Source: an optimization exercise on an open RTL-to-GDS flow (aim: small area and a short achievable clock period). Production flows keep margins and buffers that such runs may drop.
RTL that was checked went through simulation tests only; none was proved equivalent to the original.
Power and IR drop assume default switching activity.

run A:
Design poker_eval_top, start of the top module:
module poker_eval_top (
    input  logic        clk,
    input  logic        rst_n,
    input  logic        in_valid,
    input  logic [11:0] hole_cards,
    input  logic [29:0] board_cards,
    output logic        out_valid,
    output logic [17:0] score
);
clock: 10.0 ns
lec_check: 0
abc_area: 1
cap_margin: 20
core_margin: 2
core_utilization: 40
cts_buf_list: sky130_fd_sc_hd__clkbuf_8
place_density: 0.7
slew_margin: 20
standard.sh (not shown) runs the stock make flow with config.mk's settings and CLKGATE_MAP_FILE= SYNTH_SCRIPT=/design/flow/synth_recipe.tcl, a recipe that flattens the netlist after the stock synthesis.
==> flow/flow/run.sh <==
#!/bin/bash
# Standard layout with two changes to synthesis and repair:
# - cell mapping by ABC uses flow/cells.abc (one dc2 pass, then dch -f, before the usual
#   map), everything else in synthesis is the standard flow's own script
# - fast port buffers, and timing repair aimed below the clock period
set -euo pipefail
work=$(pwd)
export BUFFER_PORTS_ARGS="-buffer_cell sky130_fd_sc_hd__buf_2"
export SETUP_SLACK_MARGIN=6

# ORFS's synth.tcl, with the ABC script swapped right after the preamble sets it
sed -e '/^source \$::env(SCRIPTS_DIR)\/synth_preamble.tcl/a set abc_args [lreplace $abc_args 1 1 '"$work"'/flow/cells.abc]' \
    "$FLOW_HOME/scripts/synth.tcl" > "$work/synth_cells.tcl"
grep -q "flow/cells.abc" "$work/synth_cells.tcl"
# The standard flow's synthesis script, sourcing that copy
sed -e 's#^source \$::env(SCRIPTS_DIR)/synth.tcl#source '"$work"'/synth_cells.tcl#' synth_recipe.tcl > "$work/synth_recipe_cells.tcl"
grep -q "synth_cells.tcl" "$work/synth_recipe_cells.tcl"
# The standard flow's layout command, with that synthesis script
sed -e 's#SYNTH_SCRIPT=[^ ]*#SYNTH_SCRIPT='"$work"'/synth_recipe_cells.tcl#' standard.sh > "$work/standard_cells.sh"
grep -q "synth_recipe_cells.tcl" "$work/standard_cells.sh"
bash "$work/standard_cells.sh" > standard.log 2>&1
==> flow/flow/cells.abc <==
strash
dc2
dch -f
map -B 0.9
topo
stime -c
buffer -c
upsize -c
dnsize -c
Edits applied to the flow inputs when going from run A to run B:
--- a/flow/design.v
+++ b/flow/design.v
@@ -67,23 +67,23 @@
         h[0]  = !n[3] && !n[2] && !n[0];
         h[1]  = !n[3] && !n[2] && n[0];
         h[12] = n[3] && n[2] && n[1];
         rank_hot = h;
     endfunction
     logic [41:0] cards;
     logic [12:0] dh [7];                 
     logic [1:0]  fs;                     
     logic [6:0]  inf;                    
     logic [2:0]  fcnt;                   
     logic        flush_d, clr1_d, clr2_d;
-    logic [12:0] x0_d, x1_d, x2_d;
+    logic [12:0] c0_d, c1_d, c2_d, fm_d;
     assign cards = {board_cards, hole_cards};
     always_comb begin
         logic [6:0] b0, b1;
         logic [3:0] g0, g1;
         for (int i = 0; i < 7; i++)
             dh[i] = rank_hot(cards[6*i+2 +: 4]);
         for (int i = 0; i < 7; i++) begin
             b0[i] = cards[6*i];
             b1[i] = cards[6*i+1];
         end
         g0    = ge4of7(b0);
@@ -91,49 +91,51 @@
         fs    = {g1[3], g0[3]};
         for (int i = 0; i < 7; i++) inf[i] = (cards[6*i +: 2] == fs);
         fcnt    = ge7of7(inf);
         flush_d = fcnt[0];
         clr1_d  = !flush_d || fcnt[1];
         clr2_d  = !flush_d || fcnt[2];
         for (int k = 0; k < 13; k++) begin
             logic [1:0] a, b, c;
             a = 2'(dh[0][k]) + 2'(dh[1][k]) + 2'(dh[2][k]);
             b = 2'(dh[3][k]) + 2'(dh[4][k]) + 2'(dh[5][k]);
             c = 2'(a[0]) + 2'(b[0]) + 2'(dh[6][k]);
-            x0_d[k] = c[0];
-            x1_d[k] = (a[1] | b[1] | c[1]) & !((a[1] & b[1]) | (a[1] & c[1]) | (b[1] & c[1]));
-            x2_d[k] = (dh[0][k] & inf[0]) | (dh[1][k] & inf[1]) | (dh[2][k] & inf[2]) | (dh[3][k] & inf[3]) |
+            fm_d[k] = (dh[0][k] & inf[0]) | (dh[1][k] & inf[1]) | (dh[2][k] & inf[2]) | (dh[3][k] & inf[3]) |
                       (dh[4][k] & inf[4]) | (dh[5][k] & inf[5]) | (dh[6][k] & inf[6]);
-        end
-    end
-    logic [12:0] x0, x1, x2;         
+            c0_d[k] = c[0];
+            c1_d[k] = a[1] | b[1] | c[1];
+            c2_d[k] = (a[1] & b[1]) | (a[1] & c[1]) | (b[1] & c[1]);
+        end
+    end
+    logic [12:0] c0, c1, c2, fm;     
     logic        flush, clr1, clr2;
     logic        s1_valid;
     always_ff @(posedge clk) begin
-        x0    <= x0_d;
-        x1    <= x1_d;
-        x2    <= x2_d;
+        c0    <= c0_d;
+        c1    <= c1_d;
+        c2    <= c2_d;
+        fm    <= fm_d;
         flush <= flush_d;
         clr1  <= clr1_d;
         clr2  <= clr2_d;
     end
     always_ff @(posedge clk or negedge rst_n) begin
         if (!rst_n) s1_valid <= 1'b0;
         else        s1_valid <= in_valid;
     end
     logic [12:0] m, sg, pr, tr, qd;     
-    assign m  = x2 | (~{13{flush}} & (x0 | x1));   
-    assign sg = x0 & ~x1;
-    assign pr = x1 & ~x0;
-    assign tr = x0 & x1;
-    assign qd = x2 & ~x0 & ~x1;
+    assign m  = flush ? fm : (c0 | c1);   
+    assign sg = c0 & ~c1;
+    assign pr = c1 & ~c0 & ~c2;
+    assign tr = c0 & c1;
+    assign qd = c2;
     function automatic logic [3:0] hi_enc(input logic [12:0] x);
         logic [3:0] e;
         e = '0;
         for (int r = 0; r < 13; r++) if (x[r]) e = 4'(r + 1);
         hi_enc = e;
     endfunction
     function automatic logic [3:0] lo_enc(input logic [12:0] x);
         logic [3:0] e;
         e = '0;
         for (int r = 12; r >= 0; r--) if (x[r]) e = 4'(r + 1);
         lo_enc = e;
### Flow results
- Layout multi-input combinational cell count: run B vs run A down about 3%
- As far as initial core utilization is concerned, run B and run A perform about the same.
- The lower sum of buffers and inverters on the critical path came out of run B.
- Run comparison: run B last element of the critical path fm[0]; run A last element of the critical path x2[8]
- In the metrics for run A and run B, the one carrying the higher highest ir drop seen on vdd is run B.
- [run B] cell count after synthesis fell 5 relative to run A
- Per the comparison of run B with run A, count of filler cells inserted in the layout picked up an extra 11; worst-case setup margin in the final layout now sits higher; final instance area down about 0.8%; arithmetic-cell share of the synthesized area counting full adders, half adders and majority gates flat.

---

RTL: one of the versions met above, not the one the previous note started from.
For scale: ~1200 cells after synthesis, ~75 flip-flops, ~64 I/O pins, ~0.0076 mm^2 of cells after synthesis.
==> flow/config.mk <==
export PLATFORM = sky130hd
export DESIGN_NAME = poker_eval_top
export DESIGN_NICKNAME = poker_eval_top
export VERILOG_FILES = /design/flow/design.v
export SDC_FILE = /design/flow/constraint.sdc
export NUM_CORES = 4
export LEC_CHECK = 0
export ABC_AREA = 1
export CAP_MARGIN = 20
export CORE_MARGIN = 2
export CORE_UTILIZATION = 40
export CTS_BUF_LIST = sky130_fd_sc_hd__clkbuf_8
export PLACE_DENSITY = 0.7
export SLEW_MARGIN = 20
==> flow/constraint.sdc <==
create_clock -name core_clock -period 10.0 [get_ports {clk}]
set_input_delay 2.0000 -clock core_clock [delete_from_list [all_inputs] [get_ports {clk}]]
set_output_delay 2.0000 -clock core_clock [all_outputs]
set_load 0.01 [all_outputs]
==> flow/flow/run.sh <==
#!/bin/bash
# Standard layout, with fast port buffers and timing repair aimed below the clock period.
set -euo pipefail
export BUFFER_PORTS_ARGS="-buffer_cell sky130_fd_sc_hd__buf_2"
export SETUP_SLACK_MARGIN=6
bash standard.sh > standard.log 2>&1
Edit:
--- a/flow/design.v
+++ b/flow/design.v
@@ -69,19 +69,19 @@
         h[12] = n[3] && n[2] && n[1];
         rank_hot = h;
     endfunction
     logic [41:0] cards;
     logic [12:0] dh [7];                 
     logic [1:0]  fs;                     
     logic [6:0]  inf;                    
     logic [2:0]  fcnt;                   
     logic        flush_d, clr1_d, clr2_d;
-    logic [12:0] c0_d, c1_d, c2_d, fm_d;
+    logic [12:0] x0_d, x1_d, x2_d;
     assign cards = {board_cards, hole_cards};
     always_comb begin
         logic [6:0] b0, b1;
         logic [3:0] g0, g1;
         for (int i = 0; i < 7; i++)
             dh[i] = rank_hot(cards[6*i+2 +: 4]);
         for (int i = 0; i < 7; i++) begin
             b0[i] = cards[6*i];
             b1[i] = cards[6*i+1];
@@ -93,47 +93,45 @@
         fcnt    = ge7of7(inf);
         flush_d = fcnt[0];
         clr1_d  = !flush_d || fcnt[1];
         clr2_d  = !flush_d || fcnt[2];
         for (int k = 0; k < 13; k++) begin
             logic [1:0] a, b, c;
             a = 2'(dh[0][k]) + 2'(dh[1][k]) + 2'(dh[2][k]);
             b = 2'(dh[3][k]) + 2'(dh[4][k]) + 2'(dh[5][k]);
             c = 2'(a[0]) + 2'(b[0]) + 2'(dh[6][k]);
-            fm_d[k] = (dh[0][k] & inf[0]) | (dh[1][k] & inf[1]) | (dh[2][k] & inf[2]) | (dh[3][k] & inf[3]) |
+            x0_d[k] = c[0];
+            x1_d[k] = (a[1] | b[1] | c[1]) & !((a[1] & b[1]) | (a[1] & c[1]) | (b[1] & c[1]));
+            x2_d[k] = (dh[0][k] & inf[0]) | (dh[1][k] & inf[1]) | (dh[2][k] & inf[2]) | (dh[3][k] & inf[3]) |
                       (dh[4][k] & inf[4]) | (dh[5][k] & inf[5]) | (dh[6][k] & inf[6]);
-            c0_d[k] = c[0];
-            c1_d[k] = a[1] | b[1] | c[1];
-            c2_d[k] = (a[1] & b[1]) | (a[1] & c[1]) | (b[1] & c[1]);
-        end
-    end
-    logic [12:0] c0, c1, c2, fm;     
+        end
+    end
+    logic [12:0] x0, x1, x2;         
     logic        flush, clr1, clr2;
     logic        s1_valid;
     always_ff @(posedge clk) begin
-        c0    <= c0_d;
-        c1    <= c1_d;
-        c2    <= c2_d;
-        fm    <= fm_d;
+        x0    <= x0_d;
+        x1    <= x1_d;
+        x2    <= x2_d;
         flush <= flush_d;
         clr1  <= clr1_d;
         clr2  <= clr2_d;
     end
     always_ff @(posedge clk or negedge rst_n) begin
         if (!rst_n) s1_valid <= 1'b0;
         else        s1_valid <= in_valid;
     end
     logic [12:0] m, sg, pr, tr, qd;     
-    assign m  = flush ? fm : (c0 | c1);   
-    assign sg = c0 & ~c1;
-    assign pr = c1 & ~c0 & ~c2;
-    assign tr = c0 & c1;
-    assign qd = c2;
+    assign m  = x2 | (~{13{flush}} & (x0 | x1));   
+    assign sg = x0 & ~x1;
+    assign pr = x1 & ~x0;
+    assign tr = x0 & x1;
+    assign qd = x2 & ~x0 & ~x1;
     function automatic logic [3:0] hi_enc(input logic [12:0] x);
         logic [3:0] e;
         e = '0;
         for (int r = 0; r < 13; r++) if (x[r]) e = 4'(r + 1);
         hi_enc = e;
     endfunction
     function automatic logic [3:0] lo_enc(input logic [12:0] x);
         logic [3:0] e;
         e = '0;
Effect: Global-route usage drops by 0.54 points; setup slack gets better by 0.023 ns; clock skew went up by 0.0063 ns; sequential share of layout area is lower by 2.7 points; combinational power rose by 8.5%; cell count falls by 0.66%; power rose by 2.8%; area after synthesis goes down by 3.0%; design area came out lower by about 2.3%; routed wire length falls by about 3.7%; clock-buffer cell count stays the same; fmax increases by 0.63%.

---

== blue ==
poker_eval_top again, from the RTL that the note above started with.
// poker_eval_top
module poker_eval_top (
    input  logic        clk,
    input  logic        rst_n,
    input  logic        in_valid,
    input  logic [11:0] hole_cards,
    input  logic [29:0] board_cards,
    output logic        out_valid,
    output logic [17:0] score
);
==> flow/config.mk <==
export PLATFORM = sky130hd
export DESIGN_NAME = poker_eval_top
export DESIGN_NICKNAME = poker_eval_top
export VERILOG_FILES = /design/flow/design.v
export SDC_FILE = /design/flow/constraint.sdc
export NUM_CORES = 4
export LEC_CHECK = 0
export ABC_AREA = 1
export CAP_MARGIN = 20
export CORE_MARGIN = 2
export CORE_UTILIZATION = 40
export SLEW_MARGIN = 20
==> flow/constraint.sdc <==
create_clock -name core_clock -period 10.0 [get_ports {clk}]
set_input_delay 2.0000 -clock core_clock [delete_from_list [all_inputs] [get_ports {clk}]]
set_output_delay 2.0000 -clock core_clock [all_outputs]
set_load 0.01 [all_outputs]
Scripts as last shown in full above: flow/flow/run.sh
Changes in red relative to blue:
-- flow/design.v --
<<< blue, line 179
        xor_enc = e;
    endfunction
    logic        any_q, any_t, any_p, two_t, two_p;
    logic [3:0]  q_e, t_hi, t_2, p_hi, p_2, k4, s1, s2, s3;
    logic        is_four, is_fh, is_three, is_tp, is_pair;
    always_comb begin
        logic [38:0] sa, pa, ta;
        any_q = |qd;
        any_t = |tr;
        any_p = |pr;
        ta    = above3(tr);
        pa    = above3(pr);
        sa    = above3(sg);
        q_e   = enc(qd);
        t_hi  = hi_enc(tr);
        t_2   = enc(tr & ta[12:0]);                      
        p_hi  = hi_enc(pr);
        p_2   = enc(pr & pa[12:0] & ~pa[25:13]);         
        k4    = hi_enc(m & ~qd);
        two_t = |(tr & ta[12:0]);
        two_p = |(pr & pa[12:0]);
        s1    = hi_enc(sg | (pr & pa[25:13]));
        s2    = enc(sg & sa[12:0] & ~sa[25:13]);
        s3    = enc(sg & sa[25:13] & ~sa[38:26]);
        is_four  = any_q;
        is_fh    = !any_q && any_t && (two_t || any_p);
>>> red, line 179
        xor_enc = e;
    endfunction
    logic        any_q, any_t, any_p, two_t, two_p, three_p;
    logic [3:0]  q_e, t_hi, t_lo, p_hi, p_lo, p_mid, k4, s1, s2, s3, tp_c;
    logic [3:0]  a_dec, b_dec, c_dec, d_dec;
    logic        is_four, is_fh, is_three, is_tp, is_pair;
    always_comb begin
        logic [38:0] sa, pa;
        any_q = |qd;
        any_t = |tr;
        any_p = |pr;
        q_e   = enc(qd);
        t_hi  = hi_enc(tr);
        t_lo  = lo_enc(tr);
        p_hi  = hi_enc(pr);
        p_lo  = lo_enc(pr);
        p_mid = xor_enc(pr) ^ p_hi ^ p_lo;
        k4    = hi_enc(m & ~qd);
        two_t   = (t_hi != t_lo);
        two_p   = (p_hi != p_lo);
        three_p = (p_mid != 4'd0);
        sa    = above3(sg);
        s1    = enc(sg & ~sa[12:0]);
        s2    = enc(sg & sa[12:0] & ~sa[25:13]);
        s3    = enc(sg & sa[25:13] & ~sa[38:26]);
        pa    = above3(pr);
        tp_c  = hi_enc(sg | (pr & pa[25:13]));
        is_four  = any_q;
        is_fh    = !any_q && any_t && (two_t || any_p);
<<< blue, line 229
                ({13{s_fl | s_hi}}  & top5) |
                ({13{s_four}}       & {q_e, k4, 5'd0}) |
                ({13{s_fh}}         & {t_hi, two_t ? t_2 : p_hi, 5'd0}) |
                ({13{s_three}}      & {t_hi, s1, s2, 1'b0}) |
                ({13{s_tp}}         & {p_hi, p_2, s1, 1'b0}) |
                ({13{s_pair}}       & {s1, s2, s3, 1'b0});
    end
>>> red, line 232
                ({13{s_fl | s_hi}}  & top5) |
                ({13{s_four}}       & {q_e, k4, 5'd0}) |
                ({13{s_fh}}         & {t_hi, two_t ? t_lo : p_hi, 5'd0}) |
                ({13{s_three}}      & {t_hi, s1, s2, 1'b0}) |
                ({13{s_tp}}         & {p_hi, three_p ? p_mid : p_lo, tp_c, 1'b0}) |
                ({13{s_pair}}       & {s1, s2, s3, 1'b0});
    end
==> notes.md <==
- Comparing number of non-clock inverters for blue and red, the smaller number came from blue.
- red ends up with a fraction of the yosys area taken by sequential cells that is 1.5 points lower than in blue.
- fm[0] as the worst setup path endpoint was reported by red, and fm[5] by blue.
- Relative to blue, XOR/XNOR share of the synthesized area has increased by 1.7 points in red.
- Of blue and red, the run reporting the lower highest net fanout along the worst path was blue.
- Adder-cell share of the synthesized area in red is 0.76 points above blue.
- Wire length reported by the detailed router was higher in red than in blue.
- red gives more met2 wire length than blue did.
Function not checked in red: the RTL went through the layout flow alone.

---

poker_eval_top, a different RTL version from the one above (not shown whole).
For scale: ~75 flip-flops, roughly 8300 um^2 of cells after synthesis.
clock: 10.0 ns
lec_check: 0
abc_area: 1
cap_margin: 20
core_margin: 2
core_utilization: 40
slew_margin: 20
Scripts as last shown in full above: flow/flow/run.sh
Then changed:
--- a/flow/design.v
+++ b/flow/design.v
@@ -58,69 +58,68 @@
         a4 = &x[3:0];
         b1 = |x[6:4];
         b2 = (x[4] & x[5]) | (x[6] & (x[4] | x[5]));
         b3 = &x[6:4];
         ge7of7 = {a4 & b3, (a4 & b2) | (a3 & b3), (a4 & b1) | (a3 & b2) | (a2 & b3)};
     endfunction
     logic [41:0] cards;
     logic [12:0] dh [7];                 
-    logic [1:0]  fs;                     
+    logic [6:0]  sh [4];                 
+    logic [3:0]  fsuit, six, sev;        
     logic [6:0]  inf;                    
-    logic [2:0]  fcnt;                   
     logic        flush_d, clr1_d, clr2_d;
-    logic [12:0] c0_d, c1_d, c2_d, fm_d;
+    logic [12:0] c0_d, c1_d, c2_d;
     assign cards = {board_cards, hole_cards};
     always_comb begin
-        logic [6:0] b0, b1;
-        logic [3:0] g0, g1;
         for (int i = 0; i < 7; i++)
             for (int k = 0; k < 13; k++) dh[i][k] = (cards[6*i+2 +: 4] == 4'(k + 2));
-        for (int i = 0; i < 7; i++) begin
-            b0[i] = cards[6*i];
-            b1[i] = cards[6*i+1];
-        end
-        g0    = ge4of7(b0);
-        g1    = ge4of7(b1);
-        fs    = {g1[3], g0[3]};
-        for (int i = 0; i < 7; i++) inf[i] = (cards[6*i +: 2] == fs);
-        fcnt    = ge7of7(inf);
-        flush_d = fcnt[0];
-        clr1_d  = !flush_d || fcnt[1];
-        clr2_d  = !flush_d || fcnt[2];
+        for (int s = 0; s < 4; s++) begin
+            logic [2:0] c;
+            for (int i = 0; i < 7; i++) sh[s][i] = (cards[6*i +: 2] == 2'(s));
+            c = ge7of7(sh[s]);
+            fsuit[s] = c[0];
+            six[s]   = c[1];
+            sev[s]   = c[2];
+        end
+        flush_d = |fsuit;
+        clr1_d  = !flush_d || |six;
+        clr2_d  = !flush_d || |sev;
+        for (int i = 0; i < 7; i++)
+            inf[i] = |(fsuit & {sh[3][i], sh[2][i], sh[1][i], sh[0][i]});
         for (int k = 0; k < 13; k++) begin
             logic [1:0] a, b, c;
+            logic       fm;
             a = 2'(dh[0][k]) + 2'(dh[1][k]) + 2'(dh[2][k]);
             b = 2'(dh[3][k]) + 2'(dh[4][k]) + 2'(dh[5][k]);
             c = 2'(a[0]) + 2'(b[0]) + 2'(dh[6][k]);
-            fm_d[k] = (dh[0][k] & inf[0]) | (dh[1][k] & inf[1]) | (dh[2][k] & inf[2]) | (dh[3][k] & inf[3]) |
-                      (dh[4][k] & inf[4]) | (dh[5][k] & inf[5]) | (dh[6][k] & inf[6]);
-            c0_d[k] = c[0];
-            c1_d[k] = a[1] | b[1] | c[1];
-            c2_d[k] = (a[1] & b[1]) | (a[1] & c[1]) | (b[1] & c[1]);
-        end
-    end
-    logic [12:0] c0, c1, c2, fm;     
+            fm = 1'b0;
+            for (int i = 0; i < 7; i++) fm = fm | (dh[i][k] & inf[i]);
+            c0_d[k] = flush_d ? fm : c[0];
+            c1_d[k] = !flush_d && (a[1] | b[1] | c[1]);
+            c2_d[k] = !flush_d && ((a[1] & b[1]) | (a[1] & c[1]) | (b[1] & c[1]));
+        end
+    end
+    logic [12:0] c0, c1, c2;
     logic        flush, clr1, clr2;
     logic        s1_valid;
     always_ff @(posedge clk) begin
         c0    <= c0_d;
         c1    <= c1_d;
         c2    <= c2_d;
-        fm    <= fm_d;
         flush <= flush_d;
         clr1  <= clr1_d;
         clr2  <= clr2_d;
     end
     always_ff @(posedge clk or negedge rst_n) begin
         if (!rst_n) s1_valid <= 1'b0;
         else        s1_valid <= in_valid;
     end
     logic [12:0] m, sg, pr, tr, qd;     
-    assign m  = flush ? fm : (c0 | c1);   
+    assign m  = c0 | c1;
     assign sg = c0 & ~c1;
     assign pr = c1 & ~c0 & ~c2;
     assign tr = c0 & c1;
     assign qd = c2;
     function automatic logic [12:0] top1(input logic [12:0] x);
         logic [12:0] t;
         for (int r = 0; r < 13; r++) t[r] = x[r] && !(|(x >> (r + 1)));
         top1 = t;
Effect: Wire length decreases by about 1.7%; global-route usage decreases by 0.85 points; critical path depth decreases by 1; via count came out higher by 1.7%; register-to-register slack improved by 0.20 ns; synthesized area came out higher by about 1.9%.
Function was not checked in any run of this note: the RTL went through the layout flow alone.

==> re-timing with driven ports <==
The results above use ideal ports. As a check the final layouts listed here were re-extracted and re-timed, cells and wires unchanged. Step 1: set_driving_cell puts a clkbuf_16 on clk and a buf_2 on each other input, an assumption about the parent block. Step 2, shift: input delay + t, output delay - t, t = (earliest + latest rising clock arrival at the registers) / 2. This alone moves slack from input paths to output paths. Three values: ideal, step 1, step 2; two values: the first two.
| run | shift t [ns] | setup WS [ns] | worst slew at a driven data input, ns |
|---|---|---|---|
| run A | 0.401 | 6.092 / 6.112 / 5.711 | 0.03 |
| run B | 0.401 | 6.182 / 6.202 / 5.801 | 0.03 |
| the first run of note 2 | 0.396 | 6.226 / 6.246 / 5.850 | 0.03 |
| the second run of note 2 | 0.401 | 6.250 / 6.268 / 5.866 | 0.03 |
| blue | 0.386 | 6.129 / 6.155 / 5.769 | 0.03 |
| red | 0.389 | 6.161 / 6.191 / 5.802 | 0.03 |
| the first run of note 4 | 0.381 | 5.589 / 5.589 / 5.589 | 0.05 |
| the second run of note 4 | 0.390 | 5.789 / 5.789 / 5.626 | 0.05 |
After both steps every run listed still meets setup and hold. The setup slack of the second run of note 2, which loses most, moves by +0.018 ns with the drivers and by -0.384 ns with both steps.
